Source: an optimization exercise on an open RTL-to-GDS flow (aim: small area). Production flows keep margins and buffers that such runs may drop. Only simulation tests tie the RTL to the original design; equivalence was not proved. Power figures rest on the tool's default switching activity, not on a simulated workload.

Design rv_core, start of the top module:
module rv_core (
    input  logic        clock,
    input  logic        reset,
    input  logic [31:0] insn,
    output logic [31:0] pc,
    output logic [31:0] probe_pc,
    output logic [31:0] probe_alu_res,
    output logic        probe_br_taken
);
==> flow/config.mk <==
export PLATFORM = sky130hd
export DESIGN_NAME = rv_core
export DESIGN_NICKNAME = rv_core
export VERILOG_FILES = /design/flow/design.v
export SDC_FILE = /design/flow/constraint.sdc
export NUM_CORES = 4
export LEC_CHECK = 0
export CAP_MARGIN = 20
export CORE_MARGIN = 2
export CORE_UTILIZATION = 45
export GPL_TIMING_DRIVEN = 0
export SETUP_SLACK_MARGIN = 0.4
export SLEW_MARGIN = 20
export SYNTH_HIERARCHICAL = 1
==> flow/constraint.sdc <==
create_clock -name core_clock -period 11.0 [get_ports {clock}]
set_input_delay 2.2000 -clock core_clock [delete_from_list [all_inputs] [get_ports {clock}]]
set_output_delay 2.2000 -clock core_clock [all_outputs]
set_load 0.01 [all_outputs]
standard.sh (not shown) runs the stock make flow with config.mk's settings and CLKGATE_MAP_FILE= SYNTH_SCRIPT=/design/flow/synth_recipe.tcl, a recipe that flattens the netlist after the stock synthesis.
==> flow/flow/run.sh <==
#!/bin/bash
# Standard ORFS layout, with two changes passed to its scripts through the
# environment: clock tree synthesis without dummy loads, and small port buffers.
set -euo pipefail
export CTS_ARGS="-sink_clustering_enable -repair_clock_nets -dont_use_dummy_load -sink_clustering_size 14 -sink_clustering_max_diameter 40 -buf_list {sky130_fd_sc_hd__clkbuf_8}"
export BUFFER_PORTS_ARGS="-buffer_cell sky130_fd_sc_hd__buf_2"
bash standard.sh synth > synth.log 2>&1
bash standard.sh > layout.log 2>&1
Change:
==> flow/flow/run.sh (replaced) <==
#!/bin/bash
# Standard ORFS layout, with two changes passed to its scripts through the
# environment: clock tree synthesis without dummy loads, small port buffers, and downsizing of gates with timing slack after global routing.
set -euo pipefail
export CTS_ARGS="-sink_clustering_enable -repair_clock_nets -dont_use_dummy_load -sink_clustering_size 14 -sink_clustering_max_diameter 50 -buf_list {sky130_fd_sc_hd__clkbuf_8 sky130_fd_sc_hd__clkbuf_16}"
export BUFFER_PORTS_ARGS="-buffer_cell sky130_fd_sc_hd__buf_2"
export RECOVER_POWER=100
bash standard.sh synth > synth.log 2>&1
bash standard.sh > layout.log 2>&1
With this change the flow produced a layout that fails on max-capacitance violations, max-slew violations.
Synthesized area does not change.
Clock power climbs by 27%.
Non-clock buffer count shrinks by 37.
Change:
==> flow/flow/run.sh (replaced) <==
#!/bin/bash
# Standard ORFS layout, with two changes passed to its scripts through the
# environment: clock tree synthesis without dummy loads, and small port buffers.
set -euo pipefail
export CTS_ARGS="-sink_clustering_enable -repair_clock_nets -dont_use_dummy_load -sink_clustering_size 14 -sink_clustering_max_diameter 40 -buf_list {sky130_fd_sc_hd__clkbuf_8}"
export BUFFER_PORTS_ARGS="-buffer_cell sky130_fd_sc_hd__buf_2"
bash standard.sh synth > synth.log 2>&1
bash standard.sh > layout.log 2>&1
Settings changed: SETUP_SLACK_MARGIN 0.4 to 0.2.
The changed run produced a clean layout; clock-buffer cell count went up by 28; power fell by 8.8%; cell count climbs by 0.55%; clock skew grows by 0.042 ns; via count increases by 1.9%.
Change:
==> flow/run.sh (new file) <==
#!/bin/bash
# synth_recipe.tcl (not shown) runs the flow's synth.tcl, then flattens the netlist and writes it again
# the make line also repeats each setting of config.mk as NAME=value (left out here)
make -C /OpenROAD-flow-scripts/flow DESIGN_CONFIG=/design/flow/config.mk WORK_HOME=/design/flow/orfs CLKGATE_MAP_FILE= SYNTH_SCRIPT=/design/flow/synth_recipe.tcl finish
Settings changed: CAP_MARGIN 20 to 10, CORE_UTILIZATION 45 to 55, CTS_BUF_LIST from default to sky130_fd_sc_hd__clkbuf_4 sky130_fd_sc_hd__clkbuf_8, SETUP_SLACK_MARGIN 0.2 to 0.1, SLEW_MARGIN 20 to 10.
removed: flow/flow/run.sh
removed: flow/standard.sh
=>
- The changed run finished but failed the layout checks on negative setup slack
- non-clock buffer count went up by 18
- total power climbs by about a fifth
- routed wire length barely changes
- utilization grows by 14 points
- cell count goes down slightly
- sequential power barely changes
- sequential share of layout area fell by 1.1 points
- count of clock-buffer cells in the layout is higher by 127
- worst setup slack loses 0.17 ns
Change:
==> flow/flow/run.sh (new file) <==
#!/bin/bash
# Standard ORFS layout, with two changes passed to its scripts through the
# environment: clock tree synthesis without dummy loads, and small port buffers.
set -euo pipefail
export CTS_ARGS="-sink_clustering_enable -repair_clock_nets -dont_use_dummy_load -sink_clustering_size 14 -sink_clustering_max_diameter 40 -buf_list {sky130_fd_sc_hd__clkbuf_8}"
export BUFFER_PORTS_ARGS="-buffer_cell sky130_fd_sc_hd__buf_2"
bash standard.sh synth > synth.log 2>&1
bash standard.sh > layout.log 2>&1
==> flow/standard.sh (new file) <==
#!/bin/bash
# synth_recipe.tcl (not shown) runs the flow's synth.tcl, then flattens the netlist and writes it again
# the make line also repeats each setting of config.mk as NAME=value (left out here)
make -C /OpenROAD-flow-scripts/flow DESIGN_CONFIG=/design/flow/config.mk WORK_HOME=/design/flow/orfs CLKGATE_MAP_FILE= SYNTH_SCRIPT=/design/flow/synth_recipe.tcl "${@:-finish}"
Settings changed: CAP_MARGIN 10 to 20, CORE_UTILIZATION 55 to 45, CTS_BUF_LIST sky130_fd_sc_hd__clkbuf_4 sky130_fd_sc_hd__clkbuf_8 to default, SETUP_SLACK_MARGIN 0.1 to 0.3, SLEW_MARGIN 10 to 20.
removed: flow/run.sh
Result: The new run produced a clean layout. Non-clock buffer count came out lower by 7. Clock power shrinks by 32%. Worst setup slack is better by 0.38 ns. Synthesized cell count is unchanged. Via count came out lower by 3.1%. Power goes down by 15%. Cell area decreases by 3.0%. Final cell count came out higher by 1.1%.

==> afterwards: timing with drivers on the ports <==
Ports are ideal in the flow. The routed layouts listed here were re-timed in OpenROAD.
Step 1 assumes that a clkbuf_16 drives the clock port and a buf_2 every other input.
Step 2, shift: input delay + t, output delay - t, t = (earliest + latest rising clock arrival at the registers) / 2. This alone moves slack from input paths to output paths.
Three values: ideal ports, drivers, drivers and shift; two values: the first two.
| run | shift t [ns] | slack for setup (ns) | clock arrival spread, ns | worst data-port slew with drivers (ns) |
|---|---|---|---|---|
| the first run | 0.910 | 0.425 / 0.394 / 0.394 | 0.095 / 0.095 | 0.18 |
| the second run | 0.760 | 0.162 / 0.138 / 0.115 | 0.086 / 0.086 | 0.18 |
| the third run | 0.910 | 0.151 / 0.123 / 0.123 | 0.128 / 0.128 | 0.21 |
| the fourth run | 0.963 | -0.022 / -0.056 / -0.056 | 0.063 / 0.063 | 0.06 |
| the fifth run | 0.918 | 0.357 / 0.325 / 0.325 | 0.097 / 0.097 | 0.18 |
The setup slack of the second run, which loses most, moves by -0.024 ns with the drivers and by -0.047 ns with both steps.
